Source: an optimization exercise on an open RTL-to-GDS flow (aim: small area, a short achievable clock period and few clock cycles). Production flows keep margins and buffers that such runs may drop.
At most, simulation tests tie the RTL to the original design; equivalence was not proved.
The RTL of runs 3 to 5 was laid out without a check of its function.
No activity file was given, so power comes from the tool's default toggle rates.

--- design/flow/flow/run.sh ---
#!/bin/bash
# The standard layout (standard.sh), with two changes:
#  - the clock tree is built without dummy loads, from clkbuf_8 leaf
#    buffers over smaller sink clusters
#  - ports are buffered with a small buffer (every port still gets one)
set -euo pipefail
export CTS_ARGS="-sink_clustering_enable -repair_clock_nets -sink_clustering_size 18 -sink_clustering_max_diameter 40 -dont_use_dummy_load -root_buf sky130_fd_sc_hd__clkbuf_16 -buf_list sky130_fd_sc_hd__clkbuf_8"
export BUFFER_PORTS_ARGS="-buffer_cell sky130_fd_sc_hd__buf_2"
bash standard.sh finish > standard.log 2>&1
--- design/flow/standard.sh ---
#!/bin/bash
# synth_recipe.tcl (not shown) runs the flow's synth.tcl, then flattens the netlist and writes it again
# the make line also repeats each setting of config.mk as NAME=value (left out here)
make -C /OpenROAD-flow-scripts/flow DESIGN_CONFIG=/design/flow/config.mk WORK_HOME=/design/flow/orfs CLKGATE_MAP_FILE= SYNTH_SCRIPT=/design/flow/synth_recipe.tcl "${@:-finish}"
--- design/flow/config.mk ---
export PLATFORM = sky130hd
export DESIGN_NAME = median_filter_top
export DESIGN_NICKNAME = median_filter_top
export VERILOG_FILES = /design/flow/design.v
export SDC_FILE = /design/flow/constraint.sdc
export NUM_CORES = 4
export LEC_CHECK = 0
export CAP_MARGIN = 20
export CORE_MARGIN = 2
export CORE_UTILIZATION = 65
export PLACE_DENSITY = 0.75
export SETUP_SLACK_MARGIN = 3.9
export SLEW_MARGIN = 20
--- design/flow/constraint.sdc ---
create_clock -name core_clock -period 6.0 [get_ports {CLK}]
set_input_delay 1.2000 -clock core_clock [delete_from_list [all_inputs] [get_ports {CLK}]]
set_output_delay 1.2000 -clock core_clock [all_outputs]
set_load 0.01 [all_outputs]
--- design/flow/design.v ---
package median_pkg;
  localparam int IMG_W = 16;
  localparam int IMG_H = 16;
  localparam int RING = 2 * IMG_W + 3;
  typedef logic [7:0] pixel_t;
endpackage
module frame_store (
  input  logic                CLK,
  input  logic                take,
  input  logic                zero,    
  input  median_pkg::pixel_t  din,
  output median_pkg::pixel_t  tap0,    
  output median_pkg::pixel_t  tap1,    
  output median_pkg::pixel_t  tap2,    
  output median_pkg::pixel_t  dly0,    
  output median_pkg::pixel_t  dly1,
  output median_pkg::pixel_t  dly2
);
  localparam int W = median_pkg::IMG_W;
  median_pkg::pixel_t ring [median_pkg::RING];
  always_ff @(posedge CLK) begin
    ring[0] <= take ? din : ring[median_pkg::RING - 1];
    for (int i = 1; i < median_pkg::RING; i++) begin
      ring[i] <= ring[i - 1];
    end
    if (zero) begin
      ring[W + 2] <= '0;
    end
  end
  assign tap0 = ring[0];
  assign tap1 = ring[W];
  assign tap2 = ring[2 * W];
  assign dly0 = ring[1];
  assign dly1 = ring[W + 1];
  assign dly2 = ring[2 * W + 1];
endmodule
module column_history (
  input  logic               CLK,
  input  median_pkg::pixel_t t, m, b,         
  input  logic               no_bot,
  input  median_pkg::pixel_t t_d, m_d, b_d,   
  output median_pkg::pixel_t lo, mid, hi
);
  logic tm_c, tb_c, mb_c, tm, tb_e, mb_e;
  pix_ge u_tm (.a(t), .b(m), .y(tm_c));
  pix_ge u_tb (.a(t), .b(b), .y(tb_c));
  pix_ge u_mb (.a(m), .b(b), .y(mb_c));
  always_ff @(posedge CLK) begin
    tm   <= tm_c;
    tb_e <= tb_c || no_bot;
    mb_e <= mb_c || no_bot;
  end
  assign lo  = (tb_e && mb_e) ? b_d : !tm ? t_d : m_d;
  assign hi  = (tm && tb_e) ? t_d : mb_e ? m_d : b_d;
  assign mid = (tm != tb_e) ? t_d : (tm == mb_e) ? m_d : b_d;
endmodule
module pix_ge (
  input  median_pkg::pixel_t a, b,
  output logic y
);
  logic [7:0] g1, l1;
  logic [3:0] g2, l2;
  logic [1:0] g3, l3;
  assign g1 = a & ~b;
  assign l1 = ~a & b;
  for (genvar i = 0; i < 4; i++) begin : g_l2
    assign g2[i] = g1[2*i+1] | (~l1[2*i+1] & g1[2*i]);
    assign l2[i] = l1[2*i+1] | (~g1[2*i+1] & l1[2*i]);
  end
  for (genvar i = 0; i < 2; i++) begin : g_l3
    assign g3[i] = g2[2*i+1] | (~l2[2*i+1] & g2[2*i]);
    assign l3[i] = l2[2*i+1] | (~g2[2*i+1] & l2[2*i]);
  end
  assign y = !(l3[1] | (~g3[1] & l3[0]));
endmodule
module rank_sorter (
  input  logic                CLK,
  input  logic                RST,
  input  logic                ev1,        
  input  logic                no_bot,     
  input  logic                no_low,     
  input  logic                mask_new,   
  input  logic                mask_old,   
  input  median_pkg::pixel_t  tap0,
  input  median_pkg::pixel_t  tap1,
  input  median_pkg::pixel_t  tap2,
  input  median_pkg::pixel_t  dly0,
  input  median_pkg::pixel_t  dly1,
  input  median_pkg::pixel_t  dly2,
  output logic                out_valid,
  output median_pkg::pixel_t  dout
);
  median_pkg::pixel_t s_lo, s_mid, s_hi;
  median_pkg::pixel_t lo0, mid0, hi0, lo1, mid1, hi1, lo2, mid2, hi2, lo3, mid3, hi3;
  logic mn2, mo2, nl2, mn3, mo3, nl3, mn4, mo4, nl4;
  logic ev2, ev3, ev4, ev5, ev6;
  logic lo20, lo10, md20, md10, hi20, hi10;
  logic q_lo21, q_lo20, q_lo10, q_md21, q_md20, q_md10, q_hi21, q_hi20, q_hi10;
  logic ab, ac, bc, q_ab, q_ac, q_bc;
  median_pkg::pixel_t a_w, b_w, c_w, a4, b4, c4, a5, b5, c5, med;
  column_history u_col (
    .CLK    (CLK),
    .t      (tap2),
    .m      (tap1),
    .b      (tap0),
    .no_bot (no_bot),
    .t_d    (dly2),
    .m_d    (dly1),
    .b_d    (dly0),
    .lo     (s_lo),
    .mid    (s_mid),
    .hi     (s_hi)
  );
  always_ff @(posedge CLK) begin
    lo0 <= s_lo;  mid0 <= s_mid; hi0 <= s_hi;
    lo1 <= lo0;   mid1 <= mid0;  hi1 <= hi0;
    lo2 <= lo1;   mid2 <= mid1;  hi2 <= hi1;
    lo3 <= lo2;   mid3 <= mid2;  hi3 <= hi2;
    mn2 <= mask_new;
    mo2 <= mask_old;
    nl2 <= no_low;
    mn3 <= mn2;
    mo3 <= mo2;
    nl3 <= nl2;
    mn4 <= mn3;
    mo4 <= mo3;
    nl4 <= nl3;
  end
  pix_ge u_lo20 (.a(lo2),  .b(lo0),  .y(lo20));
  pix_ge u_lo10 (.a(lo1),  .b(lo0),  .y(lo10));
  pix_ge u_md20 (.a(mid2), .b(mid0), .y(md20));
  pix_ge u_md10 (.a(mid1), .b(mid0), .y(md10));
  pix_ge u_hi20 (.a(hi2),  .b(hi0),  .y(hi20));
  pix_ge u_hi10 (.a(hi1),  .b(hi0),  .y(hi10));
  always_ff @(posedge CLK) begin
    q_lo20 <= lo20;  q_lo10 <= lo10;  q_lo21 <= q_lo10;
    q_md20 <= md20;  q_md10 <= md10;  q_md21 <= q_md10;
    q_hi20 <= hi20;  q_hi10 <= hi10;  q_hi21 <= q_hi10;
  end
  always_comb begin
    if (nl4) begin
      a_w = '0;
    end else if (!mo4 && q_lo21 && (q_lo20 || mn4)) begin
      a_w = lo3;
    end else if (q_lo10 || mn4) begin
      a_w = lo2;
    end else begin
      a_w = lo1;
    end
  end
  always_comb begin
    if (mn4) begin
      b_w = q_md21 ? mid2 : mid3;
    end else if (mo4) begin
      b_w = q_md10 ? mid1 : mid2;
    end else if (q_md21 != q_md20) begin
      b_w = mid3;
    end else if (q_md21 == q_md10) begin
      b_w = mid2;
    end else begin
      b_w = mid1;
    end
  end
  always_comb begin
    if (mn4 || mo4) begin
      c_w = '0;
    end else if (q_hi20 && q_hi10) begin
      c_w = hi1;
    end else if (!q_hi21) begin
      c_w = hi3;
    end else begin
      c_w = hi2;
    end
  end
  always_ff @(posedge CLK) begin
    a4 <= a_w;
    b4 <= b_w;
    c4 <= c_w;
  end
  pix_ge u_ab (.a(a4), .b(b4), .y(ab));
  pix_ge u_ac (.a(a4), .b(c4), .y(ac));
  pix_ge u_bc (.a(b4), .b(c4), .y(bc));
  always_ff @(posedge CLK) begin
    q_ab <= ab;
    q_ac <= ac;
    q_bc <= bc;
    a5   <= a4;
    b5   <= b4;
    c5   <= c4;
  end
  assign med = (q_ab != q_ac) ? a5 : (q_ab == q_bc) ? b5 : c5;
  always_ff @(posedge CLK) begin
    dout <= med;
  end
  always_ff @(posedge CLK or posedge RST) begin
    if (RST) begin
      ev2 <= 1'b0;
      ev3 <= 1'b0;
      ev4 <= 1'b0;
      ev5 <= 1'b0;
      ev6 <= 1'b0;
    end else begin
      ev2 <= ev1;
      ev3 <= ev2;
      ev4 <= ev3;
      ev5 <= ev4;
      ev6 <= ev5;
    end
  end
  always_ff @(posedge CLK) begin
    out_valid <= ev6;
  end
endmodule
module scan_control (
  input  logic  CLK,
  input  logic  RST,
  input  logic  in_en,
  output logic  busy,
  output logic  take,
  output logic  ev1,
  output logic  no_bot,
  output logic  zero,
  output logic  no_low,
  output logic  mask_new,
  output logic  mask_old
);
  localparam int LAST_ROT = median_pkg::RING - 1;
  logic [7:0] idx;     
  logic [5:0] rot;     
  logic       pend;    
  logic [4:0] fpos;    
  logic [7:0] pos;
  logic       step;
  logic [5:0] rot_nxt;
  assign take = in_en && !busy;
  assign step = take || pend;
  assign pos  = pend ? {3'd0, fpos} : idx;
  assign rot_nxt = busy ? ((rot == 6'(LAST_ROT)) ? 6'd0 : rot + 6'd1) : {5'd0, !in_en};
  always_ff @(posedge CLK or posedge RST) begin
    if (RST) begin
      idx  <= '0;
      rot  <= '0;
      busy <= 1'b0;
      pend <= 1'b0;
      fpos <= '0;
      ev1  <= 1'b0;
    end else begin
      if (take) begin
        idx <= idx + 8'd1;
      end
      rot  <= rot_nxt;
      busy <= busy ? (rot != 6'(LAST_ROT)) : !in_en;
      if (take && idx == 8'd255) begin
        pend <= 1'b1;
        fpos <= '0;
      end else if (pend) begin
        fpos <= fpos + 5'd1;
        if (fpos == 5'd16) begin
          pend <= 1'b0;
        end
      end
      ev1 <= step && (pend || idx > 8'd16);
    end
  end
  always_ff @(posedge CLK) begin
    no_bot   <= step && (pos[7:4] == 4'd0);
    no_low   <= pend && (fpos != 5'd0);
    mask_new <= (pos[3:0] == 4'd0);
    mask_old <= (pos[3:0] == 4'd1);
    zero     <= no_bot;
  end
endmodule
module median_filter_top (
  input  logic   CLK,
  input  logic   RST,
  input  median_pkg::pixel_t din,
  input  logic   in_en,
  output logic   busy,
  output logic   out_valid,
  output median_pkg::pixel_t dout
);
  logic take, ev1, no_bot, zero, no_low, mask_new, mask_old;
  median_pkg::pixel_t tap0, tap1, tap2, dly0, dly1, dly2;
  scan_control u_scan_control (
    .CLK      (CLK),
    .RST      (RST),
    .in_en    (in_en),
    .busy     (busy),
    .take     (take),
    .ev1      (ev1),
    .no_bot   (no_bot),
    .zero     (zero),
    .no_low   (no_low),
    .mask_new (mask_new),
    .mask_old (mask_old)
  );
  frame_store u_frame_store (
    .CLK  (CLK),
    .take (take),
    .zero (zero),
    .din  (din),
    .tap0 (tap0),
    .tap1 (tap1),
    .tap2 (tap2),
    .dly0 (dly0),
    .dly1 (dly1),
    .dly2 (dly2)
  );
  rank_sorter u_rank_sorter (
    .CLK       (CLK),
    .RST       (RST),
    .ev1       (ev1),
    .no_bot    (no_bot),
    .no_low    (no_low),
    .mask_new  (mask_new),
    .mask_old  (mask_old),
    .tap0      (tap0),
    .tap1      (tap1),
    .tap2      (tap2),
    .dly0      (dly0),
    .dly1      (dly1),
    .dly2      (dly2),
    .out_valid (out_valid),
    .dout      (dout)
  );
endmodule
==> flow_summary.toml, run 1 <==
[yosys]
synth_commonest_cells = "dfxtp_1, nand2_1, nor2_1"
synth_cell_types = 48
synth-seq-area-share_pct = 71.5
synth_nets = 1153
synth_area_um2 = 13900
yosysWarnings = 5
ys_ff_latch = 489
synth_area_leaders = "dfxtp_1, dfrtp_1, mux2i_1"
netlist_instances = 1135
synth.most_common_cell = "dfxtp_1"
ys.flop_type = "dfxtp_1"
yosysTopAreaCell = "dfxtp_1"
ys_async_sr_fraction_pct = 5.52
yosysTopAreaCellShare_pct = 66.6
synth_edf_count = 0
postSynthAreaPerCell_um2 = 12.2

[worst_setup_path]
crit_type = "flip-flop to primary output"
r2r_setup_slack_ps = 4120
cp_top_family = "flip-flops"
crit_buf_inv = 1
worstPathCellList = "buf_2"
cpPeakStageDelay_ps = 370
regToRegStartpoint = "u_rank_sorter.q_ab$_DFF_P_"
cp.arrival_ps = 970
rr_worst_depth = 3
slowest_stage = "dfrtp_1"
critical_path.startpoint = "u_scan_control.busy$_DFF_PP0_"
crit_fanout = 2
r2r_end = "u_rank_sorter.dout[7]$_DFF_P_"
crit_path_end_kind = "primary output"
start_kind = "flip-flop"
worstPathRequired_ps = 4800

[drt]
postRouteAntennaNets = 0
drt_wl_total_um = 21900
via_per_inst = 5.24
wl_per_cell_um = 15.2
vias = 7564
route.detailed.drc = 0
drt_iter0_markers = 447
dr.pass1.iters = 4

[power_and_ir_drop]
ir_drop_mv = 0.266
seqPwrFrac_pct = 62.9
p_int_mw = 4.40
clkPwrFrac_pct = 27.3
switchingPower_mw = 1.42
swShare_pct = 24.3
p_leak_nw = 6.02
combinationalPowerShare_pct = 9.8
power_density_nw_per_um2 = 391

[placed_design]
detailed_place_hpwl_um = 14800
gp_congestion = 0.846
io_buffers = 20

[global_route]
grt_pass1_wl_um = 35300
grt_overflow = 0
antenna_found_initial = 1
grt_pass1_vias = 7227
grt_max_degree = 32
grt_usage_pct = 19.7

[floorplan]
dieArea_um2 = 22500
die_h_um = 150
fp.dieW_um = 150
ioPinCount = 21
core-area_um2 = 21000
rows = 53
initial_core_util_pct = 66.0

[worst_hold_path]
whs_path_depth = 0
min_delay_worst_endpoint = "u_frame_store.ring[7][7]$_DFF_P_"
hold_start = "u_frame_store.ring[6][7]$_DFF_P_"
hold_class = "flip-flop to flip-flop"

[timing]
worst_slew_pin_slew_ps = 953
final.setup.tns_ps = 0
setup_violations = 0
finalHoldViolCount = 0
min_period_ps = 2170
rsz0062_at_grt = "true"
max_freq_mhz = 461
relSlewSlack_pct = 35.6
drv_slew = 0
fin_skew_ps = 51.4
timing.hold.ws_ps = 305
fin_crit_sh_pct = 36.2

[cells_and_area]
area_growth_syn_to_layout_pct = 7.12
n_antenna_cell = 0
largest_reg_flops = 280
nNetsFinal = 1188
largest-register = "u_frame_store.ring"
n_fill_cell = 1467
multi_input_area_um2 = 3570
drive_gt1_share_pct = 7.88
regArea_um2 = 9930

[clock_network]
cts_buffers = 40
ctsRootBufferMaster = "clkbuf_16"
cts.sinks = 489
cts_tree = "built"
clkTransAtPathRegs_ps = 90
insertion_delay_ps = 510
htree_levels = 2
clockBufferDepth = 3

[job]
cap_violations = 0

[run_status]
outcome = "timing/DRC/antenna clean"
[cell usage in the layout, fill, tap and decap left out, types with 28 or more instances in the layout]
master,netlist,final
o21ai_0,45,45
mux2i_1,54,54
dfxtp_1,462,458
nor2b_1,29,28
nor2_1,76,75
a21oi_1,43,43
clkbuf_8,0,35
maj3_1,29,29
nand2_1,94,94
inv_1,72,71
[power groups by stage]
stage               combinational, mW  sequential [mW]  clock (mW)
global placement                0.540             3.73           0
finish                          0.572             3.66        1.59
floorplan                       0.506             3.63           0
detailed placement              0.557             3.73           0
global route                    0.648             3.69        1.75
CTS                             0.562             3.66        1.63
[final cells by class]
| type | count | area share [%] |
|---|---|---|
| Sequential cell | 489 | 66.8 |
| Clock buffer | 40 | 4.08 |
| Timing Repair Buffer | 23 | 0.993 |
| Multi-Input combinational cell | 544 | 24.0 |
| Tap cell | 275 | 2.31 |
| Inverter | 72 | 1.82 |
[worst register-to-register path: cells and delay by family, from the launching register on]
family,cells,cell delay (ps)
DFF,1,910
AOI/OAI and AO/OA,1,370
and+or+nand+nor,1,350
muxes,1,110
[kinds of logic after synthesis]
kind of cell,count (synthesis),share of synthesized area [%]
DFF,489,71.5
and+or+nand+nor,234,7.46
AOI/OAI and AO/OA,185,8.67
buffers and inverters,102,2.85
muxes,58,4.22
adders and majority gates,48,3.70
xor gates and xnor gates,19,1.60
[worst max path at each step]
stage | slack (ps) | to | depth (start not counted)
2_1_floorplan | 3950 | u_scan_control.idx[7]$_DFFE_PP0P_ | 5
3_3_place_gp | 3360 | u_scan_control.fpos[0]$_DFFE_PP0P_ | 5
3_5_place_dp | 3280 | u_scan_control.fpos[3]$_DFFE_PP0P_ | 5
4_1_cts | 3800 | busy | 1
5_1_grt | 3790 | busy | 1
6_report | 3830 | busy | 1
[metal layers]
layer	part of all wire, %	global-route usage [%]	vias to the layer above	wire length, µm
met1	48	26.5	3528	10500
met5	0	0	-	0
met2	45	32.0	127	9800
met4	3.5	7.50	0	763
met3	3.9	3.82	69	847
li1	-	-	3840	-
[repair_timing]
item,in CTS,in global routing
setup buffers,1,1
gates resized for setup,1,9
hold buffers,0,0
setup endpoints to repair,15,13
[stage by stage]
step | worst slack, ps | util (%) | std cells | cell area [µm²] | power [mW]
floorplan | 3950 | - | 1135 | 13900 | 4.13
finish | 3830 | 70.7 | 1443 | 14900 | 5.82
global route | 3790 | 70.7 | 1443 | 14900 | 6.09
CTS | 3800 | 70.5 | 1441 | 14800 | 5.85
global placement | 3360 | 67.6 | 1400 | 14200 | 4.27
detailed placement | 3280 | 67.6 | 1400 | 14200 | 4.29
Testbench counts, summed over its fixed seeds: cycles 8,384.
==> inputs of run 2 (changes only) <==
--- a/design/flow/config.mk
+++ b/design/flow/config.mk
@@ -9,5 +9,5 @@
 export CORE_MARGIN = 2
 export CORE_UTILIZATION = 65
 export PLACE_DENSITY = 0.75
-export SETUP_SLACK_MARGIN = 3.9
+export SETUP_SLACK_MARGIN = 3.6
 export SLEW_MARGIN = 20
==> run 2 against run 1 <==
  * Still clean on timing, DRC and antenna
  * Core utilization is 0.060 points lower
  * Area after synthesis stayed put
  * Synthesized cell count stayed put
  * Cell count hardly changed
  * Non-clock buffer count is 1 lower
  * Largest cell class unchanged
==> flow_summary.toml, run 2 <==
[drt]
dr.pass1.iters = 5
top_layer = "met4"
drt_iter0_markers = 471
route.detailed.drc = 0
wl_per_cell_um = 15.0
drt-met1-wl_um = 10400
vias = 7519
wl_met2_um = 9860
drt_wl_total_um = 21700
via_per_inst = 5.21
postRouteAntennaNets = 0
routed-wl-met3_um = 807

[timing]
drv_slew = 0
worst_slew_pin_slew_ps = 981
min_period_ps = 2260
relSlewSlack_pct = 33.8
finalHoldViolCount = 0
fin_skew_ps = 53.3
final.setup.tns_ps = 0
setup_violations = 0
setup_ws_ps = 3740
rsz0062_at_grt = "false"
fin_crit_sh_pct = 37.6
max_freq_mhz = 443

[yosys]
ys_async_sr_fraction_pct = 5.52
synth_area_um2 = 13900
yosysTopAreaCell = "dfxtp_1"
ys_ff_latch = 489
postSynthAreaPerCell_um2 = 12.2
yosysWarnings = 5
synth_cell_types = 48
synth_area_leaders = "dfxtp_1, dfrtp_1, mux2i_1"
synth_edf_count = 0
yosysTopAreaCellShare_pct = 66.6
synth-seq-area-share_pct = 71.5
synth_commonest_cells = "dfxtp_1, nand2_1, nor2_1"
synth.most_common_cell = "dfxtp_1"
netlist_instances = 1135
ys.flop_type = "dfxtp_1"
synth_nets = 1153

[cells_and_area]
n_antenna_cell = 0
final_common_cell = "dfxtp_1"
n_fill_cell = 1524
area_growth_syn_to_layout_pct = 7.03
largest-register = "u_frame_store.ring"
largest_reg_flops = 280
drive_gt1_share_pct = 7.53
regArea_um2 = 9920
final_area_um2 = 14900
final_cell_mix = "dfxtp_1, nand2_1, nor2_1, inv_1, mux2i_1"
nNetsFinal = 1189
stdcell_count = 1444
multi_input_area_um2 = 3560

[worst_setup_path]
start_kind = "flip-flop"
cp.arrival_ps = 1060
critical_path.startpoint = "u_scan_control.busy$_DFF_PP0_"
crit_type = "flip-flop to primary output"
crit_fanout = 7
cp_top_family = "flip-flops"
worstPathCellList = "buf_2"
r2r_end = "u_rank_sorter.b4[0]$_DFF_P_"
cpPeakStageDelay_ps = 430
crit_path_end_kind = "primary output"
r2r_setup_slack_ps = 4040
slowest_stage = "dfrtp_1"
regToRegStartpoint = "u_rank_sorter.q_md21$_DFF_P_"
crit_buf_inv = 1
rr_worst_depth = 5
worstPathRequired_ps = 4800

[worst_hold_path]
hold_start = "u_frame_store.ring[23][5]$_DFF_P_"
hold_class = "flip-flop to flip-flop"
whs_path_depth = 0
min_delay_worst_endpoint = "u_frame_store.ring[24][5]$_DFF_P_"

[placed_design]
dp.cells = 1400
placed_area_um2 = 14200
gp_congestion = 0.813
post-place-ws_ps = 2910
io_buffers = 20
detailed_place_hpwl_um = 14800

[power_and_ir_drop]
power_density_nw_per_um2 = 393
finalPower_mw = 5.84
ir_drop_mv = 0.300
p_leak_nw = 6.03

[clock_network]
htree_levels = 2
cts_tree = "built"
clockBufferDepth = 3
clkTransAtPathRegs_ps = 90
cts.sinks = 489
cts_buffers = 42
insertion_delay_ps = 510
ctsRootBufferMaster = "clkbuf_16"

[floorplan]
core-area_um2 = 21000
dieArea_um2 = 22500
ioPinCount = 21
fp.dieW_um = 150
die_h_um = 150
rows = 53
initial_core_util_pct = 66.0

[job]
cap_violations = 0

[global_route]
grt_max_degree = 32
grt_pass1_vias = 7268
grt_usage_pct = 20.1
grt_pass1_wl_um = 35900
antenna_found_initial = 1
grt_overflow = 0

[run_status]
outcome = "timing/DRC/antenna clean"
-- run 2: power breakdown --
group	leakage, nW	switching [mW]	internal (mW)
Combinational	1.62	0.296	0.264
Clock	0.328	0.917	0.703
Sequential	4.08	0.206	3.45
Total	6.03	1.42	4.42
-- run 2: cells by family (layout without fill, tap and decap cells) --
| family | after synthesis | after routing | synth area share, % |
|---|---|---|---|
| adders and majority gates | 48 | 48 | 3.70 |
| and+or+nand+nor | 234 | 234 | 7.46 |
| DFF | 489 | 489 | 71.5 |
| buffers and inverters | 102 | 136 | 2.85 |
| AOI/OAI and AO/OA | 185 | 185 | 8.67 |
| muxes | 58 | 58 | 4.22 |
| xor gates and xnor gates | 19 | 19 | 1.60 |
-- run 2: through the flow --
step                hold WS [ps]  util, %
global route                 291     70.7
global placement             310     67.5
detailed placement           312     67.5
floorplan                    310        -
finish                       280     70.7
CTS                          292     70.6
-- run 2: how the worst max path moves through the flow --
stage / end / cells past startpoint
2_1_floorplan: u_scan_control.idx[7]$_DFFE_PP0P_ / 5
3_3_place_gp: u_scan_control.fpos[0]$_DFFE_PP0P_ / 5
3_5_place_dp: u_scan_control.fpos[1]$_DFFE_PP0P_ / 5
4_1_cts: busy / 1
5_1_grt: u_scan_control.fpos[2]$_DFFE_PP0P_ / 5
6_report: busy / 1
-- run 2: final cells by class --
class,count,area share [%]
Sequential cell,489,66.8
Tap cell,275,2.32
Clock buffer,42,4.27
Inverter,72,1.82
Timing Repair Buffer,22,0.809
Multi-Input combinational cell,544,24.0
-- run 2: timing repair --
item                                    in CTS  in global routing
endpoints found under the setup margin       8                  0
endpoints found under the hold margin        0                  0
hold buffers                                 0                  0
gates resized for setup                      1                  0
setup buffers                                0                  0
-- run 2: layer usage --
metal	vias to the layer above	track usage [%]
li1	3847	-
met1	3497	27.5
met2	132	32.1
met3	43	3.97
met4	0	7.69
met5	-	0
==> inputs of run 3 (changes only) <==
--- a/design/flow/design.v
+++ b/design/flow/design.v
@@ -1,7 +1,7 @@
 package median_pkg;
   localparam int IMG_W = 16;
   localparam int IMG_H = 16;
-  localparam int RING = 2 * IMG_W + 3;
+  localparam int RING = 2 * IMG_W + 2;
   typedef logic [7:0] pixel_t;
 endpackage
 module frame_store (
--- a/design/flow/config.mk
+++ b/design/flow/config.mk
@@ -9,5 +9,5 @@
 export CORE_MARGIN = 2
 export CORE_UTILIZATION = 65
 export PLACE_DENSITY = 0.75
-export SETUP_SLACK_MARGIN = 3.6
+export SETUP_SLACK_MARGIN = 3.75
 export SLEW_MARGIN = 20
==> run 3 against run 2 <==
  * Still clean on timing, DRC and antenna
  * Via count rose by 1.5%
  * Final area fell by 1.1%
  * Worst hold slack improved by 3.8 ps
  * Total power fell by 0.87%
  * Global-route usage rose by 0.98 points
  * Count of clock-buffer cells in the layout fell by 1
  * Maximum frequency rose by 2.0%
  * Wire length rose by 3.8%
  * Register-to-register slack improved by 60 ps
  * Critical path type unchanged
  * Critical endpoint unchanged
  * Largest cell class unchanged
  * Largest power group unchanged
==> flow_summary.toml, run 3 <==
[yosys]
synth-seq-area-share_pct = 71.2
netlist_instances = 1120
synth_area_um2 = 13700
postSynthAreaPerCell_um2 = 12.2
synth_edf_count = 0
synth.most_common_cell = "dfxtp_1"
synth_area_leaders = "dfxtp_1, dfrtp_1, mux2i_1"
synth_nets = 1138
yosysWarnings = 5
synth_cell_types = 55
ys.flop_type = "dfxtp_1"
yosysTopAreaCellShare_pct = 66.3
ys_ff_latch = 481
synth_commonest_cells = "dfxtp_1, nand2_1, nor2_1"
yosysTopAreaCell = "dfxtp_1"
ys_async_sr_fraction_pct = 5.61

[global_route]
grt_overflow = 0
grt_pass1_vias = 7556
grt_usage_pct = 21.1
grt_pass1_wl_um = 37300
antenna_found_initial = 0
grt_max_degree = 32

[worst_hold_path]
whs_path_depth = 0
hold_class = "flip-flop to flip-flop"

[floorplan]
die_h_um = 149
ioPinCount = 21
core-area_um2 = 20900
fp.dieW_um = 149
rows = 53
dieArea_um2 = 22300
initial_core_util_pct = 65.6

[clock_network]
clkTransAtPathRegs_ps = 100
cts_buffers = 41
ctsRootBufferMaster = "clkbuf_16"
cts_tree = "built"
insertion_delay_ps = 490
ctsHoldBuffers = 0
clockBufferDepth = 3
htree_levels = 2
cts.sinks = 481

[drt]
drt_iter0_markers = 487
vias = 7630
dr.pass1.iters = 8
postRouteAntennaNets = 0
wl_per_cell_um = 15.8
drt_wl_total_um = 22500
route.detailed.drc = 0
via_per_inst = 5.34

[power_and_ir_drop]
ir_drop_mv = 0.272
power_density_nw_per_um2 = 394
combinationalPowerShare_pct = 9.9
seqPwrFrac_pct = 62.5
clkPwrFrac_pct = 27.6
swShare_pct = 24.4
switchingPower_mw = 1.41
p_leak_nw = 5.95
p_int_mw = 4.38

[cells_and_area]
nNetsFinal = 1173
largest_reg_flops = 272
n_fill_cell = 1531
largest-register = "u_frame_store.ring"
final_cell_mix = "dfxtp_1, nand2_1, nor2_1, mux2i_1, inv_1"
final_area_um2 = 14700
final_common_cell = "dfxtp_1"
area_growth_syn_to_layout_pct = 7.18
drive_gt1_share_pct = 7.11

[timing]
max_freq_mhz = 452
drv_slew = 0
finalHoldViolCount = 0
rsz0062_at_grt = "false"
worst_slew_pin_slew_ps = 1020
fin_crit_sh_pct = 36.9
setup_ws_ps = 3790
setup_violations = 0
final.setup.tns_ps = 0
min_period_ps = 2210
relSlewSlack_pct = 31.4
fin_skew_ps = 49.1

[worst_setup_path]
slowest_stage = "dfrtp_2"
rr_worst_depth = 3
crit_path_end_kind = "primary output"
cp.arrival_ps = 1010
crit_buf_inv = 1
start_kind = "flip-flop"
cpPeakStageDelay_ps = 400
worstPathRequired_ps = 4800
r2r_setup_slack_ps = 4100
worstPathCellList = "buf_2"
cp.depth = 1
crit_type = "flip-flop to primary output"
crit_fanout = 2
cp_top_family = "flip-flops"

[placed_design]
io_buffers = 20
placed_area_um2 = 14000
post-place-ws_ps = 2900
gp_congestion = 0.857
detailed_place_hpwl_um = 15600

[job]
cap_violations = 0

[run_status]
outcome = "timing/DRC/antenna clean"
[run 3: cell types whose count changed after synthesis, moves of 9 or more]
cell      previous run  this run
inv_1               72        52
nand2b_1            16        37
nor3_1               1        15
nor2_1              76        60
o22ai_1             21         9
a21oi_1             43        31
a222oi_1             0        12
maj3_2              12         3
[run 3: worst paths after layout]
check | to | startpoint
max in group asynchronous | u_scan_control.busy$_DFF_PP0_ | RST
worst max register to register | u_rank_sorter.dout[7]$_DFF_P_ | u_rank_sorter.q_ab$_DFF_P_
worst max-delay path | busy | u_scan_control.busy$_DFF_PP0_
worst min-delay path | u_frame_store.ring[6][0]$_DFF_P_ | u_frame_store.ring[5][0]$_DFF_P_
min in group asynchronous | u_scan_control.idx[0]$_DFFE_PP0P_ | RST
worst min register to register | u_frame_store.ring[6][0]$_DFF_P_ | u_frame_store.ring[5][0]$_DFF_P_
[run 3: metrics by stage]
| step | std cells | power (mW) | util (%) | hold WS, ps |
|---|---|---|---|---|
| floorplan | 1120 | 4.09 | - | 310 |
| global placement | 1384 | 4.23 | 67.2 | 310 |
| detailed placement | 1384 | 4.26 | 67.2 | 312 |
| CTS | 1426 | 5.83 | 70.2 | 283 |
| global route | 1428 | 6.07 | 70.3 | 276 |
| finish | 1430 | 5.79 | 70.3 | 284 |
[run 3: cells by family (layout without fill, tap and decap cells)]
logic type / after synthesis / after routing / synth area share, %
buffers and inverters: 83 / 116 / 2.33
AOI/OAI and AO/OA: 175 / 175 / 8.72
other: 0 / 2 / 0
DFF: 481 / 481 / 71.2
muxes: 59 / 59 / 4.36
and+or+nand+nor: 272 / 272 / 9.54
adders and majority gates: 31 / 31 / 2.42
xor gates and xnor gates: 19 / 19 / 1.41
[run 3: layout make-up]
type	instances	area [µm²]	share of cell area, %
inverters	52	195	1.33
clock buffers	41	621	4.22
repair buffers	23	123	0.835
well taps	275	344	2.34
multi-input cells	556	3640	24.8
diodes	2	5.00	0.0341
flip-flops and latches	481	9770	66.5
[run 3: routing by layer]
metal | up-vias | GRT usage, % | wire length (µm)
li1 | 3846 | - | -
met1 | 3611 | 28.5 | 10500
met2 | 124 | 34.1 | 10500
met3 | 49 | 4.40 | 932
met4 | 0 | 7.33 | 538
met5 | - | 0 | 0
[run 3: power by group through the flow]
stage	Combinational (mW)	Clock, mW	Sequential (mW)
CTS	0.572	1.64	3.62
global placement	0.547	0	3.68
finish	0.573	1.60	3.62
global route	0.650	1.76	3.65
detailed placement	0.568	0	3.69
floorplan	0.509	0	3.59
[run 3: what timing repair did]
item | CTS | global route
hold endpoints to repair | 0 | 0
endpoints found under the setup margin | 11 | 8
gates resized for setup | 2 | 1
setup buffers | 1 | 1
==> inputs of run 4 (changes only) <==
--- a/design/flow/design.v
+++ b/design/flow/design.v
@@ -240,7 +240,6 @@
     if (RST) begin
       idx  <= '0;
       rot  <= '0;
-      busy <= 1'b0;
       pend <= 1'b0;
       fpos <= '0;
       ev1  <= 1'b0;
@@ -249,7 +248,6 @@
         idx <= idx + 8'd1;
       end
       rot  <= rot_nxt;
-      busy <= busy ? (rot != 6'(LAST_ROT)) : !in_en;
       if (take && idx == 8'd255) begin
         pend <= 1'b1;
         fpos <= '0;
@@ -263,6 +261,9 @@
     end
   end
   always_ff @(posedge CLK) begin
+    busy <= !RST && (busy ? (rot != 6'(LAST_ROT)) : !in_en);
+  end
+  always_ff @(posedge CLK) begin
     no_bot   <= step && (pos[7:4] == 4'd0);
     no_low   <= pend && (fpos != 5'd0);
     mask_new <= (pos[3:0] == 4'd0);
==> run 4 against run 3 <==
  * Critical path type unchanged
  * Sequential power grew 24%
  * Non-clock buffer count shrank 1
  * Largest cell class unchanged
  * Maximum frequency up 0.73%
  * Synthesized cell count increased by 0.98%
  * Area after synthesis shrank 0.86%
  * Highest routed layer unchanged
  * Final area is 0.72% lower
  * Combinational power rose to 2.7 times the previous value
  * Flip-flop and latch count did not move
==> flow_summary.toml, run 4 <==
[cells_and_area]
nNetsFinal = 1184
multi_input_area_um2 = 3480
final_cell_mix = "dfxtp_1, nand2_1, nor2_1, inv_1, o21ai_0"
final_common_cell = "dfxtp_1"
drive_gt1_share_pct = 7.22
n_fill_cell = 1407
largest_reg_flops = 272
area_growth_syn_to_layout_pct = 7.33
regArea_um2 = 9760
final_util_pct = 71.6
n_antenna_cell = 0
largest-register = "u_frame_store.ring"

[clock_network]
cts_buffers = 42
clkTransAtPathRegs_ps = 90
ctsRootBufferMaster = "clkbuf_16"
insertion_delay_ps = 500
cts_tree = "built"
htree_levels = 2
cts.sinks = 481
ctsHoldBuffers = 0
clockBufferDepth = 3
cts_setup_buffers = 0

[timing]
final.setup.tns_ps = 0
min_period_ps = 2200
fin_crit_sh_pct = 36.6
max_freq_mhz = 455
fin_skew_ps = 44.0
finalHoldViolCount = 0
setup_violations = 0
drv_slew = 0
worst_slew_pin_slew_ps = 929
rsz0062_at_grt = "false"
relSlewSlack_pct = 38.0

[yosys]
synth.most_common_cell = "dfxtp_1"
ys.flop_type = "dfxtp_1"
synth_area_um2 = 13600
yosysTopAreaCell = "dfxtp_1"
netlist_instances = 1131
synth_commonest_cells = "dfxtp_1, nand2_1, nor2_1"
yosysTopAreaCellShare_pct = 67.0
synth-seq-area-share_pct = 71.8
ys_ff_latch = 481
synth_cell_types = 49
postSynthAreaPerCell_um2 = 12.0
synth_edf_count = 0
synth_nets = 1149
yosysWarnings = 5
synth_area_leaders = "dfxtp_1, dfrtp_1, mux2i_1"
ys_async_sr_fraction_pct = 5.41

[drt]
route.detailed.drc = 0
postRouteAntennaNets = 0
wl_per_cell_um = 15.8
dr.pass1.iters = 7
vias = 7698
drt_wl_total_um = 22700
via_per_inst = 5.37
drt_iter0_markers = 406

[worst_setup_path]
crit_type = "flip-flop to primary output"
slowest_stage = "dfxtp_2"
r2r_setup_slack_ps = 4120
crit_fanout = 6
worstPathRequired_ps = 4800
crit_buf_inv = 1
cp.arrival_ps = 1000
start_kind = "flip-flop"
cp_top_family = "flip-flops"
cpPeakStageDelay_ps = 380
crit_path_end_kind = "primary output"
worstPathCellList = "buf_2"

[worst_hold_path]
hold_class = "flip-flop to flip-flop"

[global_route]
grt_max_degree = 32
antenna_found_initial = 1
grt_pass1_vias = 7419
grt_usage_pct = 21.0
grt_overflow = 0
grt_pass1_wl_um = 36600

[floorplan]
ioPinCount = 21
die_h_um = 149
initial_core_util_pct = 66.7
core-area_um2 = 20400
dieArea_um2 = 22100
fp.dieW_um = 149
rows = 52

[placed_design]
detailed_place_hpwl_um = 15400
gp_congestion = 0.841
io_buffers = 20

[run_status]
outcome = "timing/DRC/antenna clean"

[power_and_ir_drop]
p_leak_nw = 5.93
ir_drop_mv = 0.315
finalPower_mw = 7.64
power_density_nw_per_um2 = 524

[job]
cap_violations = 0
run 4: cell count changes after synthesis, moves of 10 or more:
cell / delta
nand2b_1: -21
nor2_1: +20
a21oi_1: +19
inv_1: +15
o21ai_0: +15
a222oi_1: -12
nor3_1: -12
o22ai_1: +12
nor2b_1: -10
run 4: worst reg2reg max path: stages (launching register included):
cell     delay [ps]
dfxtp_1         940
or2_2           360
mux2i_1         100
a221o_1         360
run 4: layout make-up:
type / instances / share of cell area (%)
Sequential cell: 481 / 66.9
Multi-Input combinational cell: 552 / 23.9
Timing Repair Buffer: 22 / 0.841
Tap cell: 270 / 2.32
Inverter: 67 / 1.72
Clock buffer: 42 / 4.35
run 4: what timing repair did:
item / CTS / global route
endpoints found under the setup margin: 11 / 8
gates resized for setup: 1 / 2
cloned: 0 / 0
run 4: per-layer routing:
layer  vias to the layer above  part of all wire [%]  wire length, µm  global-route usage [%]
li1                       3851                     -                -                       -
met1                      3668                    46            10500                    28.1
met2                       144                    48            10900                    35.2
met3                        35                   3.7              836                    3.37
met4                         0                   1.8              406                    6.71
met5                         -                     0                0                       0
run 4: worst paths after layout:
check | start | endpoint | cells after the start
worst max-delay path | u_scan_control.busy$_DFF_P_ | busy | 1
worst min-delay path | u_frame_store.ring[31][5]$_DFF_P_ | u_frame_store.ring[32][5]$_DFF_P_ | 0
worst max register to register | u_rank_sorter.q_ab$_DFF_P_ | u_rank_sorter.dout[7]$_DFF_P_ | 3
worst min register to register | u_frame_store.ring[31][5]$_DFF_P_ | u_frame_store.ring[32][5]$_DFF_P_ | 0
max in group asynchronous | RST | u_scan_control.ev1$_DFF_PP0_ | 3
min in group asynchronous | RST | u_scan_control.rot[4]$_DFF_PP0_ | 2
run 4: cell families after synthesis:
| kind of cell | after synthesis | share of synthesized area, % |
|---|---|---|
| flip-flops | 481 | 71.8 |
| AND/OR/NAND/NOR | 233 | 7.43 |
| AO/OA/AOI/OAI | 207 | 9.65 |
| buffers and inverters | 98 | 2.75 |
| multiplexers | 56 | 4.20 |
| adder cells (fa/ha/maj) | 37 | 2.88 |
| XOR/XNOR | 19 | 1.28 |
run 4: power by group:
| group | switching [mW] | internal [mW] |
|---|---|---|
| combinational | 0.786 | 0.736 |
| clock | 0.915 | 0.704 |
| sequential | 0.604 | 3.89 |
| total | 2.31 | 5.33 |
run 4: stage by stage:
step	cell area, µm²	hold WS (ps)	setup slack (ps)	std cells
after CTS	14500	293	3730	1432
after global routing	14600	295	3760	1434
final	14600	295	3800	1434
after global placement	13900	310	2990	1390
after detailed placement	13900	312	2850	1390
after floorplan	13600	310	3860	1131
==> inputs of run 5 (changes only) <==
--- a/design/flow/config.mk
+++ b/design/flow/config.mk
@@ -9,5 +9,5 @@
 export CORE_MARGIN = 2
 export CORE_UTILIZATION = 65
 export PLACE_DENSITY = 0.75
-export SETUP_SLACK_MARGIN = 3.75
+export SETUP_SLACK_MARGIN = 3.9
 export SLEW_MARGIN = 20
==> run 5 against run 4 <==
  * Area after synthesis is the same
  * First-iteration DRC count grew 29%
  * Sequential power is essentially flat
==> flow_summary.toml, run 5 <==
[cells_and_area]
final_cell_mix = "dfxtp_1, nand2_1, nor2_1, inv_1, o21ai_0"
largest-register = "u_frame_store.ring"
multi_input_area_um2 = 3480
drive_gt1_share_pct = 7.65
nNetsFinal = 1184
final_common_cell = "dfxtp_1"
regArea_um2 = 9770
n_fill_cell = 1403
area_growth_syn_to_layout_pct = 7.63
largest_reg_flops = 272

[yosys]
synth_area_um2 = 13600
yosysTopAreaCell = "dfxtp_1"
ys_async_sr_fraction_pct = 5.41
synth_area_leaders = "dfxtp_1, dfrtp_1, mux2i_1"
synth_cell_types = 49
synth-seq-area-share_pct = 71.8
synth_edf_count = 0
postSynthAreaPerCell_um2 = 12.0
ys_ff_latch = 481
synth_nets = 1149
ys.flop_type = "dfxtp_1"
synth.most_common_cell = "dfxtp_1"
yosysWarnings = 5
synth_commonest_cells = "dfxtp_1, nand2_1, nor2_1"
netlist_instances = 1131
yosysTopAreaCellShare_pct = 67.0

[global_route]
grt_pass1_vias = 7204
grt_usage_pct = 20.6
grt_pass1_wl_um = 36200
antenna_found_initial = 1
grt_overflow = 0
grt_max_degree = 32

[worst_setup_path]
regToRegStartpoint = "u_rank_sorter.q_md10$_DFF_P_"
cp_top_family = "flip-flops"
r2r_setup_slack_ps = 4070
crit_buf_inv = 1
start_kind = "flip-flop"
crit_fanout = 5
slowest_stage = "dfxtp_4"
rr_worst_depth = 5
worstPathRequired_ps = 4800
cp.arrival_ps = 960
crit_path_end_kind = "primary output"
crit_type = "flip-flop to primary output"
worstPathCellList = "buf_6"
r2r_end = "u_rank_sorter.b4[4]$_DFF_P_"
cpPeakStageDelay_ps = 360

[placed_design]
io_buffers = 20
post-place-ws_ps = 3300
detailed_place_hpwl_um = 15000
gp_congestion = 0.846

[floorplan]
core-area_um2 = 20400
rows = 52
dieArea_um2 = 22100
fp.dieW_um = 149
ioPinCount = 21
initial_core_util_pct = 66.7
die_h_um = 149

[drt]
route.detailed.drc = 0
wl_per_cell_um = 15.4
drt_iter0_markers = 525
via_per_inst = 5.26
vias = 7558
postRouteAntennaNets = 0
dr.pass1.iters = 4
drt_wl_total_um = 22000

[clock_network]
cts_buffers = 42
insertion_delay_ps = 510
cts_tree = "built"
ctsHoldBuffers = 0
htree_levels = 2
clkTransAtPathRegs_ps = 90
cts.sinks = 481
clockBufferDepth = 3
ctsRootBufferMaster = "clkbuf_16"

[run_status]
outcome = "timing/DRC/antenna clean"

[timing]
setup_violations = 0
relSlewSlack_pct = 37.5
fin_skew_ps = 50.5
setup_ws_ps = 3840
fin_crit_sh_pct = 36.0
final.setup.tns_ps = 0
drv_slew = 0
finalHoldViolCount = 0
min_period_ps = 2160
rsz0062_at_grt = "true"
max_freq_mhz = 463
worst_slew_pin_slew_ps = 936

[worst_hold_path]
whs_path_depth = 0
hold_start = "u_frame_store.ring[2][3]$_DFF_P_"
min_delay_worst_endpoint = "u_frame_store.ring[3][3]$_DFF_P_"
hold_class = "flip-flop to flip-flop"

[job]
cap_violations = 0

[power_and_ir_drop]
p_leak_nw = 5.93
ir_drop_mv = 0.286
power_density_nw_per_um2 = 523
## run 5: area by class of cell
class	instances	share of cell area, %
flip-flops and latches	481	66.8
multi-input cells	552	23.8
clock buffers	42	4.34
well taps	270	2.31
inverters	67	1.72
repair buffers	22	1.03
diodes	2	0.0342
## run 5: cell families (layout without fill, tap and decap cells)
group | after synthesis | after routing | synth area share (%)
flip-flops | 481 | 481 | 71.8
XOR/XNOR | 19 | 19 | 1.28
AND/OR/NAND/NOR | 233 | 233 | 7.43
other | 0 | 2 | 0
AO/OA/AOI/OAI | 207 | 207 | 9.65
buffers and inverters | 98 | 131 | 2.75
adder cells (fa/ha/maj) | 37 | 37 | 2.88
multiplexers | 56 | 56 | 4.20
## run 5: worst register-to-register path, stage by stage, from the launching register on
cell and delay [ps]:
dfxtp_1 500, xnor2_2 650, mux2i_1 260, nand2_1 70, o21ai_0 120, o221ai_1 150
## run 5: metrics by stage
stage                     area (µm²)  utilization (%)  instances  power (mW)  hold slack, ps
final                          14600             71.8       1436        7.64             282
after global placement         13900             68.3       1390        5.99             310
after global routing           14600             71.8       1434        8.12             289
after floorplan                13600                -       1131        5.61             310
after CTS                      14600             71.5       1432        7.66             281
after detailed placement       13900             68.3       1390        6.06             312
## run 5: how the worst max path moves through the flow
stage | start | to | slack (ps) | cells past startpoint
after CTS | u_scan_control.busy$_DFF_P_ | busy | 3770 | 1
after floorplan | in_en | u_scan_control.idx[7]$_DFFE_PP0P_ | 3950 | 5
after global routing | u_scan_control.busy$_DFF_P_ | busy | 3810 | 1
after global placement | in_en | u_scan_control.fpos[0]$_DFFE_PP0P_ | 3330 | 5
final | u_scan_control.busy$_DFF_P_ | busy | 3840 | 1
after detailed placement | in_en | u_scan_control.fpos[4]$_DFFE_PP0P_ | 3300 | 5
## run 5: where the power goes
part | switching (mW) | leakage (nW) | internal (mW)
logic | 0.781 | 1.51 | 0.749
registers | 0.609 | 4.10 | 3.90
clock network | 0.906 | 0.328 | 0.703
total | 2.30 | 5.93 | 5.35
## run 5: timing repair
action	4_1_cts	5_1_grt
setup endpoints to repair	25	23
resized for setup	2	14
setup buffers	0	1
cloned	0	0
hold endpoints to repair	0	0
## run 5: routing by layer
layer | track usage, % | routed length [µm] | vias to the layer above
met1 | 28.6 | 10600 | 3529
met3 | 3.87 | 945 | 40
met5 | 0 | 0 | -
met4 | 6.38 | 447 | 0
met2 | 33.1 | 10000 | 137
li1 | - | - | 3852
==> inputs of run 6 (changes only) <==
--- a/design/flow/design.v
+++ b/design/flow/design.v
@@ -1,7 +1,7 @@
 package median_pkg;
   localparam int IMG_W = 16;
   localparam int IMG_H = 16;
-  localparam int RING = 2 * IMG_W + 2;
+  localparam int RING = 2 * IMG_W + 3;
   typedef logic [7:0] pixel_t;
 endpackage
 module frame_store (
@@ -240,6 +240,7 @@
     if (RST) begin
       idx  <= '0;
       rot  <= '0;
+      busy <= 1'b0;
       pend <= 1'b0;
       fpos <= '0;
       ev1  <= 1'b0;
@@ -248,6 +249,7 @@
         idx <= idx + 8'd1;
       end
       rot  <= rot_nxt;
+      busy <= busy ? (rot != 6'(LAST_ROT)) : !in_en;
       if (take && idx == 8'd255) begin
         pend <= 1'b1;
         fpos <= '0;
@@ -261,9 +263,6 @@
     end
   end
   always_ff @(posedge CLK) begin
-    busy <= !RST && (busy ? (rot != 6'(LAST_ROT)) : !in_en);
-  end
-  always_ff @(posedge CLK) begin
     no_bot   <= step && (pos[7:4] == 4'd0);
     no_low   <= pend && (fpos != 5'd0);
     mask_new <= (pos[3:0] == 4'd0);
--- a/design/flow/config.mk
+++ b/design/flow/config.mk
@@ -9,5 +9,5 @@
 export CORE_MARGIN = 2
 export CORE_UTILIZATION = 65
 export PLACE_DENSITY = 0.75
-export SETUP_SLACK_MARGIN = 3.9
+export SETUP_SLACK_MARGIN = 3.75
 export SLEW_MARGIN = 20
==> run 6 against run 5 <==
  * Clock power is essentially flat
  * Setup slack got worse by 8.9 ps
  * Cell count increased by 0.63%
  * Non-clock buffer count up 1
  * Area after synthesis rose by 2.1%
  * Final area increased by 1.6%
  * First-iteration DRC count fell by 3.0%
  * Wire length decreased by 1.5%
  * Register-to-register slack got worse by 20 ps
  * Total power shrank 24%
==> flow_summary.toml, run 6 <==
[drt]
drt_iter0_markers = 509
route.detailed.drc = 0
via_per_inst = 5.22
vias = 7544
drt_wl_total_um = 21700
wl_per_cell_um = 15.0
postRouteAntennaNets = 0
dr.pass1.iters = 5

[floorplan]
fp.dieW_um = 150
initial_core_util_pct = 66.0
die_h_um = 150
core-area_um2 = 21000
rows = 53
ioPinCount = 21
dieArea_um2 = 22500

[yosys]
yosysTopAreaCell = "dfxtp_1"
synth_area_um2 = 13900
synth_commonest_cells = "dfxtp_1, nand2_1, nor2_1"
synth-seq-area-share_pct = 71.5
synth_nets = 1153
synth_cell_types = 48
yosysWarnings = 5
ys.flop_type = "dfxtp_1"
synth_area_leaders = "dfxtp_1, dfrtp_1, mux2i_1"
yosysTopAreaCellShare_pct = 66.6
netlist_instances = 1135
postSynthAreaPerCell_um2 = 12.2
synth_edf_count = 0
ys_ff_latch = 489
synth.most_common_cell = "dfxtp_1"
ys_async_sr_fraction_pct = 5.52

[placed_design]
post-place-ws_ps = 2910
detailed_place_hpwl_um = 14800
io_buffers = 20
gp_congestion = 0.813

[clock_network]
cts.sinks = 489
ctsHoldBuffers = 0
htree_levels = 2
ctsRootBufferMaster = "clkbuf_16"
insertion_delay_ps = 510
clkTransAtPathRegs_ps = 90
cts_tree = "built"
clockBufferDepth = 3
cts_buffers = 42

[global_route]
grt_pass1_wl_um = 35900
antenna_found_initial = 1
grt_usage_pct = 20.1
grt_pass1_vias = 7272
grt_overflow = 0
grt_max_degree = 32

[worst_setup_path]
worstPathCellList = "buf_2"
regToRegStartpoint = "u_rank_sorter.q_md21$_DFF_P_"
crit_buf_inv = 1
r2r_end = "u_rank_sorter.b4[0]$_DFF_P_"
slowest_stage = "dfrtp_1"
crit_fanout = 2
rr_worst_depth = 5
critical_path.endpoint = "busy"
crit_path_end_kind = "primary output"
worstPathRequired_ps = 4800
cpPeakStageDelay_ps = 370
start_kind = "flip-flop"
critical_path.startpoint = "u_scan_control.busy$_DFF_PP0_"
crit_type = "flip-flop to primary output"
r2r_setup_slack_ps = 4050
cp.depth = 1
cp_top_family = "flip-flops"
cp.arrival_ps = 970

[timing]
max_freq_mhz = 461
worst_slew_pin_slew_ps = 982
relSlewSlack_pct = 33.6
drv_slew = 0
fin_crit_sh_pct = 36.2
fin_skew_ps = 53.1
finalHoldViolCount = 0
final.setup.tns_ps = 0
setup_ws_ps = 3830
rsz0062_at_grt = "false"
min_period_ps = 2170
setup_violations = 0

[cells_and_area]
area_growth_syn_to_layout_pct = 7.12
final_util_pct = 70.7
final_common_cell = "dfxtp_1"
largest-register = "u_frame_store.ring"
final_cell_mix = "dfxtp_1, nand2_1, nor2_1, inv_1, mux2i_1"
largest_reg_flops = 280
drive_gt1_share_pct = 7.61
nNetsFinal = 1190
n_antenna_cell = 0

[power_and_ir_drop]
combinationalPowerShare_pct = 9.6
p_leak_nw = 6.04
clkPwrFrac_pct = 27.7
switchingPower_mw = 1.42
swShare_pct = 24.3
ir_drop_mv = 0.300
seqPwrFrac_pct = 62.6
power_density_nw_per_um2 = 393
finalPower_mw = 5.84
p_int_mw = 4.42

[worst_hold_path]
hold_class = "flip-flop to flip-flop"

[run_status]
outcome = "timing/DRC/antenna clean"

[job]
cap_violations = 0
run 6: metrics by stage:
stage,cells,hold slack (ps),cell area [µm²]
2_1_floorplan,1135,310,13900
3_3_place_gp,1400,310,14200
3_5_place_dp,1400,312,14200
4_1_cts,1443,292,14800
5_1_grt,1445,291,14900
6_report,1445,280,14900
run 6: layout make-up:
cell class              count  area (µm²)
flip-flops and latches    489        9920
fillers                  1523        6150
multi-input cells         544        3570
clock buffers              42         634
well taps                 275         344
inverters                  72         270
repair buffers             23         128
run 6: repair_timing:
item                                    CTS  global route
resized for setup                         1             1
endpoints found under the setup margin   11             7
buffers inserted                          1             0
run 6: power by group through the flow:
stage	clock (mW)	sequential, mW	combinational (mW)
5_1_grt	1.81	3.69	0.642
2_1_floorplan	0	3.63	0.506
6_report	1.62	3.66	0.563
3_5_place_dp	0	3.74	0.558
4_1_cts	1.67	3.66	0.562
3_3_place_gp	0	3.73	0.542
run 6: how the worst min path moves through the flow:
| stage | start | end | slack (ps) | cells after the start |
|---|---|---|---|---|
| after CTS | u_frame_store.ring[23][5]$_DFF_P_ | u_frame_store.ring[24][5]$_DFF_P_ | 290 | 0 |
| after detailed placement | u_frame_store.ring[21][2]$_DFF_P_ | u_frame_store.ring[22][2]$_DFF_P_ | 310 | 0 |
| after floorplan | u_frame_store.ring[9][0]$_DFF_P_ | u_frame_store.ring[10][0]$_DFF_P_ | 310 | 0 |
| after global placement | u_scan_control.mask_new$_DFF_P_ | u_rank_sorter.mn2$_DFF_P_ | 310 | 0 |
| final | u_frame_store.ring[23][5]$_DFF_P_ | u_frame_store.ring[24][5]$_DFF_P_ | 280 | 0 |
| after global routing | u_frame_store.ring[23][5]$_DFF_P_ | u_frame_store.ring[24][5]$_DFF_P_ | 290 | 0 |
run 6: kinds of logic after synthesis:
| group | share of synthesized area (%) |
|---|---|
| flip-flops | 71.5 |
| AND/OR/NAND/NOR | 7.46 |
| AO/OA/AOI/OAI | 8.67 |
| buffers and inverters | 2.85 |
| multiplexers | 4.22 |
| adder cells (fa/ha/maj) | 3.70 |
| XOR/XNOR | 1.60 |
run 6: per-layer routing:
| metal | routed length [µm] | GRT usage, % | part of all wire (%) |
|---|---|---|---|
| met1 | 10500 | 27.5 | 48 |
| met2 | 9850 | 32.1 | 45 |
| met3 | 807 | 3.97 | 3.7 |
| met4 | 602 | 7.69 | 2.8 |
| met5 | 0 | 0 | 0 |
Testbench counts of run 6, summed over its fixed seeds: cycles 8,384.
==> inputs of run 7 (changes only) <==
--- a/design/flow/flow/run.sh
+++ b/design/flow/flow/run.sh
@@ -5,5 +5,5 @@
 #  - ports are buffered with a small buffer (every port still gets one)
 set -euo pipefail
 export CTS_ARGS="-sink_clustering_enable -repair_clock_nets -sink_clustering_size 18 -sink_clustering_max_diameter 40 -dont_use_dummy_load -root_buf sky130_fd_sc_hd__clkbuf_16 -buf_list sky130_fd_sc_hd__clkbuf_8"
-export BUFFER_PORTS_ARGS="-buffer_cell sky130_fd_sc_hd__buf_2"
+export BUFFER_PORTS_ARGS="-buffer_cell sky130_fd_sc_hd__buf_4"
 bash standard.sh finish > standard.log 2>&1
==> run 7 against run 6 <==
  * Sequential share of layout area down 0.16 points
  * Worst hold slack better by 20 ps
  * Cell count about the same
  * Sequential power about the same
  * Area after synthesis unchanged
  * Critical path depth unchanged
  * First-iteration DRC count down 31%
  * Critical path type unchanged
  * Highest routed layer unchanged
==> flow_summary.toml, run 7 <==
[global_route]
grt_pass1_vias = 7353
busiest_layer = "met2"
grt_overflow = 0
antenna_found_initial = 0
grt_pass1_wl_um = 35500
grt_max_degree = 32
use_met3_pct = 3.64
met2_usage_pct = 33.7
grt_usage_pct = 20.0
use_met1_pct = 26.2

[clock_network]
htree_levels = 2
ctsHoldBuffers = 0
cts_buffers = 42
clkTransAtPathRegs_ps = 100
cts.sinks = 489
insertion_delay_ps = 510
clockBufferDepth = 3
cts_tree = "built"
ctsRootBufferMaster = "clkbuf_16"

[worst_setup_path]
worstPathCellList = "buf_4"
slowest_stage = "dfrtp_1"
cpPeakStageDelay_ps = 370
rr_worst_depth = 5
cp.depth = 1
crit_type = "flip-flop to primary output"
cp_top_family = "flip-flops"
cp.arrival_ps = 980
r2r_setup_slack_ps = 4080
crit_path_end_kind = "primary output"
worstPathRequired_ps = 4800
crit_buf_inv = 1
crit_fanout = 2
start_kind = "flip-flop"

[floorplan]
ioPinCount = 21
initial_core_util_pct = 66.0
rows = 53
die_h_um = 150
fp.dieW_um = 150
core-area_um2 = 21000
dieArea_um2 = 22500

[cells_and_area]
final_util_pct = 70.9
final_cell_mix = "dfxtp_1, nand2_1, nor2_1, inv_1, mux2i_1"
n_antenna_cell = 0
area_growth_syn_to_layout_pct = 7.37
largest-register = "u_frame_store.ring"
final_common_cell = "dfxtp_1"
multi_input_area_um2 = 3570
drive_gt1_share_pct = 7.61
final_area_um2 = 14900
n_fill_cell = 1476
largest_reg_flops = 280
regArea_um2 = 9920
nNetsFinal = 1189
stdcell_count = 1444

[drt]
drt_wl_total_um = 22000
dr.pass1.iters = 5
drt_iter0_markers = 352
route.detailed.drc = 0
postRouteAntennaNets = 0
wl_per_cell_um = 15.2
vias = 7499
via_per_inst = 5.19

[yosys]
ys_async_sr_fraction_pct = 5.52
netlist_instances = 1135
synth.most_common_cell = "dfxtp_1"
synth_edf_count = 0
yosysWarnings = 5
synth-seq-area-share_pct = 71.5
yosysTopAreaCell = "dfxtp_1"
synth_commonest_cells = "dfxtp_1, nand2_1, nor2_1"
synth_nets = 1153
yosysTopAreaCellShare_pct = 66.6
ys_ff_latch = 489
synth_area_leaders = "dfxtp_1, dfrtp_1, mux2i_1"
ys.flop_type = "dfxtp_1"
postSynthAreaPerCell_um2 = 12.2
synth_area_um2 = 13900
synth_cell_types = 48

[placed_design]
io_buffers = 20
detailed_place_hpwl_um = 15000
placed_area_um2 = 14200
post-place-ws_ps = 3000
dp.cells = 1400
gp_congestion = 0.834

[timing]
rsz0062_at_grt = "false"
finalHoldViolCount = 0
fin_skew_ps = 53.2
fin_crit_sh_pct = 36.3
relSlewSlack_pct = 36.5
setup_ws_ps = 3820
setup_violations = 0
drv_slew = 0
min_period_ps = 2180
max_freq_mhz = 460
worst_slew_pin_slew_ps = 940
final.setup.tns_ps = 0
timing.hold.ws_ps = 301

[power_and_ir_drop]
finalPower_mw = 5.86
p_leak_nw = 6.04
power_density_nw_per_um2 = 393
ir_drop_mv = 0.265

[worst_hold_path]
hold_class = "flip-flop to flip-flop"
whs_path_depth = 0

[job]
cap_violations = 0

[run_status]
outcome = "timing/DRC/antenna clean"
==> run 7: cell families (layout without fill, tap and decap cells) <==
logic type	count (synthesis)	in the layout	share of synthesized area (%)
compound gates	185	185	8.67
xor+xnor	19	19	1.60
fa+ha+maj	48	48	3.70
buf+inv	102	136	2.85
mux	58	58	4.22
flops	489	489	71.5
simple gates	234	234	7.46
==> run 7: final cells by class <==
type	instances	share of cell area (%)
multi-input cells	544	23.9
flip-flops and latches	489	66.6
inverters	72	1.81
repair buffers	22	1.09
clock buffers	42	4.26
well taps	275	2.31
==> run 7: metal layers <==
layer / vias up / wire, µm
met5: - / 0
met2: 110 / 10300
met4: 0 / 401
met1: 3497 / 10500
li1: 3853 / -
met3: 39 / 745
==> run 7: timing repair <==
| action | CTS | global route |
|---|---|---|
| buffers inserted | 1 | 0 |
| gates resized for setup | 1 | 1 |
| endpoints found under the setup margin | 10 | 6 |
| pin swaps | 0 | 0 |
==> run 7: where the power goes <==
| part | leakage (nW) | internal, mW | switching [mW] |
|---|---|---|---|
| Combinational | 1.64 | 0.279 | 0.297 |
| Sequential | 4.08 | 3.45 | 0.208 |
| Clock | 0.328 | 0.704 | 0.923 |
==> run 7: worst paths after layout <==
| kind | startpoint | to |
|---|---|---|
| max | u_scan_control.busy$_DFF_PP0_ | busy |
| min in group asynchronous | RST | u_rank_sorter.ev5$_DFF_PP0_ |
| max in group asynchronous | RST | u_scan_control.rot[4]$_DFF_PP0_ |
| min reg2reg | u_frame_store.ring[28][2]$_DFF_P_ | u_frame_store.ring[29][2]$_DFF_P_ |
| min | u_frame_store.ring[28][2]$_DFF_P_ | u_frame_store.ring[29][2]$_DFF_P_ |
| max reg2reg | u_rank_sorter.q_md21$_DFF_P_ | u_rank_sorter.b4[6]$_DFF_P_ |
==> inputs of run 8 (changes only) <==
==> design/flow/flow/run.sh (replaced) <==
#!/bin/bash
# The standard layout (standard.sh), with two changes:
#  - the clock tree is built without dummy loads, from clkbuf_8 leaf
#    buffers over smaller sink clusters
#  - ports are buffered with a small buffer (every port still gets one)
set -euo pipefail
export CTS_ARGS="-sink_clustering_enable -repair_clock_nets -sink_clustering_size 30 -sink_clustering_max_diameter 60 -sink_buffer_max_cap_derate 1.0 -dont_use_dummy_load -buf_list sky130_fd_sc_hd__clkbuf_16"
export BUFFER_PORTS_ARGS="-buffer_cell sky130_fd_sc_hd__buf_2"
bash standard.sh finish > standard.log 2>&1
==> run 8 against run 7 <==
  * Total power up 0.21%
  * Global-route usage about the same
  * Combinational power decreased by 2%
  * Die area stayed put
  * Largest cell class unchanged
  * Count of clock-buffer cells in the layout down 17
  * Worst hold slack better by 7.1 ps
  * Sequential power barely moved
==> flow_summary.toml, run 8 <==
[yosys]
synth_nets = 1153
yosysTopAreaCellShare_pct = 66.6
synth_area_leaders = "dfxtp_1, dfrtp_1, mux2i_1"
synth.most_common_cell = "dfxtp_1"
synth_commonest_cells = "dfxtp_1, nand2_1, nor2_1"
netlist_instances = 1135
synth_cell_types = 48
synth-seq-area-share_pct = 71.5
yosysTopAreaCell = "dfxtp_1"
ys.flop_type = "dfxtp_1"
ys_async_sr_fraction_pct = 5.52
synth_edf_count = 0
ys_ff_latch = 489
postSynthAreaPerCell_um2 = 12.2
synth_area_um2 = 13900
yosysWarnings = 5

[power_and_ir_drop]
p_leak_nw = 6.02
seqPwrFrac_pct = 62.3
ir_drop_mv = 0.293
power_density_nw_per_um2 = 395
swShare_pct = 24.1
finalPower_mw = 5.88
p_int_mw = 4.46
switchingPower_mw = 1.41
clkPwrFrac_pct = 28.1
combinationalPowerShare_pct = 9.7

[clock_network]
cts_tree = "built"
clockBufferDepth = 3
cts_buffers = 25
cts.sinks = 489
htree_levels = 1
ctsRootBufferMaster = "clkbuf_16"
clkTransAtPathRegs_ps = 100
insertion_delay_ps = 560
ctsHoldBuffers = 0

[cells_and_area]
n_fill_cell = 1506
n_antenna_cell = 0
final_common_cell = "dfxtp_1"
stdcell_count = 1428
largest-register = "u_frame_store.ring"
final_area_um2 = 14900
nNetsFinal = 1173
drive_gt1_share_pct = 6.24
final_cell_mix = "dfxtp_1, nand2_1, nor2_1, inv_1, mux2i_1"
largest_reg_flops = 280
area_growth_syn_to_layout_pct = 7.08

[drt]
drt_wl_total_um = 21800
wl_per_cell_um = 15.2
vias = 7457
via_per_inst = 5.22
dr.pass1.iters = 5
route.detailed.drc = 0
postRouteAntennaNets = 0
drt_iter0_markers = 449

[worst_setup_path]
regToRegStartpoint = "u_rank_sorter.q_md21$_DFF_P_"
rr_worst_depth = 5
cp.arrival_ps = 1050
start_kind = "flip-flop"
crit_fanout = 2
cp_top_family = "flip-flops"
crit_type = "flip-flop to primary output"
worstPathCellList = "buf_2"
slowest_stage = "dfrtp_1"
crit_buf_inv = 1
worstPathRequired_ps = 4800
r2r_end = "u_rank_sorter.b4[0]$_DFF_P_"
crit_path_end_kind = "primary output"
cpPeakStageDelay_ps = 380
r2r_setup_slack_ps = 4070

[worst_hold_path]
hold_class = "flip-flop to flip-flop"
min_delay_worst_endpoint = "u_frame_store.ring[6][7]$_DFF_P_"
hold_start = "u_frame_store.ring[5][7]$_DFF_P_"
whs_path_depth = 0

[floorplan]
initial_core_util_pct = 66.0
fp.dieW_um = 150
die_h_um = 150
dieArea_um2 = 22500
rows = 53
core-area_um2 = 21000
ioPinCount = 21

[placed_design]
placed_area_um2 = 14200
gp_congestion = 0.813
detailed_place_hpwl_um = 14800
io_buffers = 20
dp.cells = 1400

[timing]
max_freq_mhz = 444
fin_crit_sh_pct = 37.5
rsz0062_at_grt = "true"
drv_slew = 0
timing.hold.ws_ps = 308
relSlewSlack_pct = 33.9
setup_violations = 0
worst_slew_pin_slew_ps = 978
final.setup.tns_ps = 0
min_period_ps = 2250
fin_skew_ps = 46.3
finalHoldViolCount = 0

[global_route]
antenna_found_initial = 0
grt_overflow = 0
grt_pass1_vias = 7164
grt_pass1_wl_um = 35900
grt_max_degree = 32
grt_usage_pct = 20.0

[run_status]
outcome = "timing/DRC/antenna clean"

[job]
cap_violations = 0
==> run 8: cell count changes in the layout (fill, tap and decap cells not counted) <==
cell and change:
clkbuf_8 -37, clkbuf_16 +20, buf_4 -19, clkinv_1 +1
inv_2 -1, buf_8 +1, buf_2 +19
==> run 8: area by class of cell <==
| cell class | instances | area (µm²) | share of cell area, % |
|---|---|---|---|
| Sequential cell | 489 | 9920 | 66.8 |
| Multi-Input combinational cell | 544 | 3570 | 24.0 |
| Clock buffer | 25 | 626 | 4.21 |
| Tap cell | 275 | 344 | 2.32 |
| Inverter | 72 | 270 | 1.82 |
| Timing Repair Buffer | 23 | 130 | 0.876 |
==> run 8: logic make-up after synthesis <==
logic type	Yosys count	synth area share, %
compound gates	185	8.67
flops	489	71.5
simple gates	234	7.46
fa+ha+maj	48	3.70
mux	58	4.22
xor+xnor	19	1.60
buf+inv	102	2.85
==> run 8: how the worst max path moves through the flow <==
stage	from	to	slack (ps)	depth (start not counted)
2_1_floorplan	in_en	u_scan_control.idx[7]$_DFFE_PP0P_	3860	5
3_3_place_gp	in_en	u_scan_control.fpos[0]$_DFFE_PP0P_	2990	5
3_5_place_dp	in_en	u_scan_control.fpos[1]$_DFFE_PP0P_	2910	5
4_1_cts	u_scan_control.busy$_DFF_PP0_	busy	3710	1
5_1_grt	u_scan_control.busy$_DFF_PP0_	busy	3700	1
6_report	u_scan_control.busy$_DFF_PP0_	busy	3750	1
==> run 8: per-stage QoR <==
step | util (%) | setup WS (ps)
2_1_floorplan | - | 3860
6_report | 70.7 | 3750
3_5_place_dp | 67.5 | 2910
3_3_place_gp | 67.5 | 2990
5_1_grt | 70.7 | 3700
4_1_cts | 70.6 | 3710
==> run 8: metal layers <==
layer | part of all wire [%] | GRT usage (%) | wire length (µm) | up-vias
li1 | - | - | - | 3815
met3 | 3.1 | 3.00 | 674 | 42
met2 | 46 | 32.9 | 9930 | 104
met5 | 0 | 0 | 0 | -
met4 | 2.4 | 5.90 | 513 | 0
met1 | 49 | 27.7 | 10600 | 3496
==> run 8: power by group through the flow <==
stage / Sequential (mW) / Clock, mW / Combinational [mW]
global route: 3.69 / 1.82 / 0.645
finish: 3.66 / 1.65 / 0.567
global placement: 3.73 / 0 / 0.542
detailed placement: 3.74 / 0 / 0.558
CTS: 3.66 / 1.69 / 0.563
floorplan: 3.63 / 0 / 0.506
==> run 8: timing repair <==
| action | 4_1_cts | 5_1_grt |
|---|---|---|
| cloned | 0 | 0 |
| buffers inserted | 1 | 0 |
| pin swaps | 0 | 0 |
| gates resized for setup | 1 | 1 |
| endpoints found under the setup margin | 10 | 7 |

Re-timed with assumed drivers on the ports (clkbuf_16 on the clock, buf_2 on other inputs), run 8 has 3.702 ns of setup slack against 3.747 ns with ideal ports, and 3.482 ns once port delays also move by the mid clock arrival of 0.572 ns.
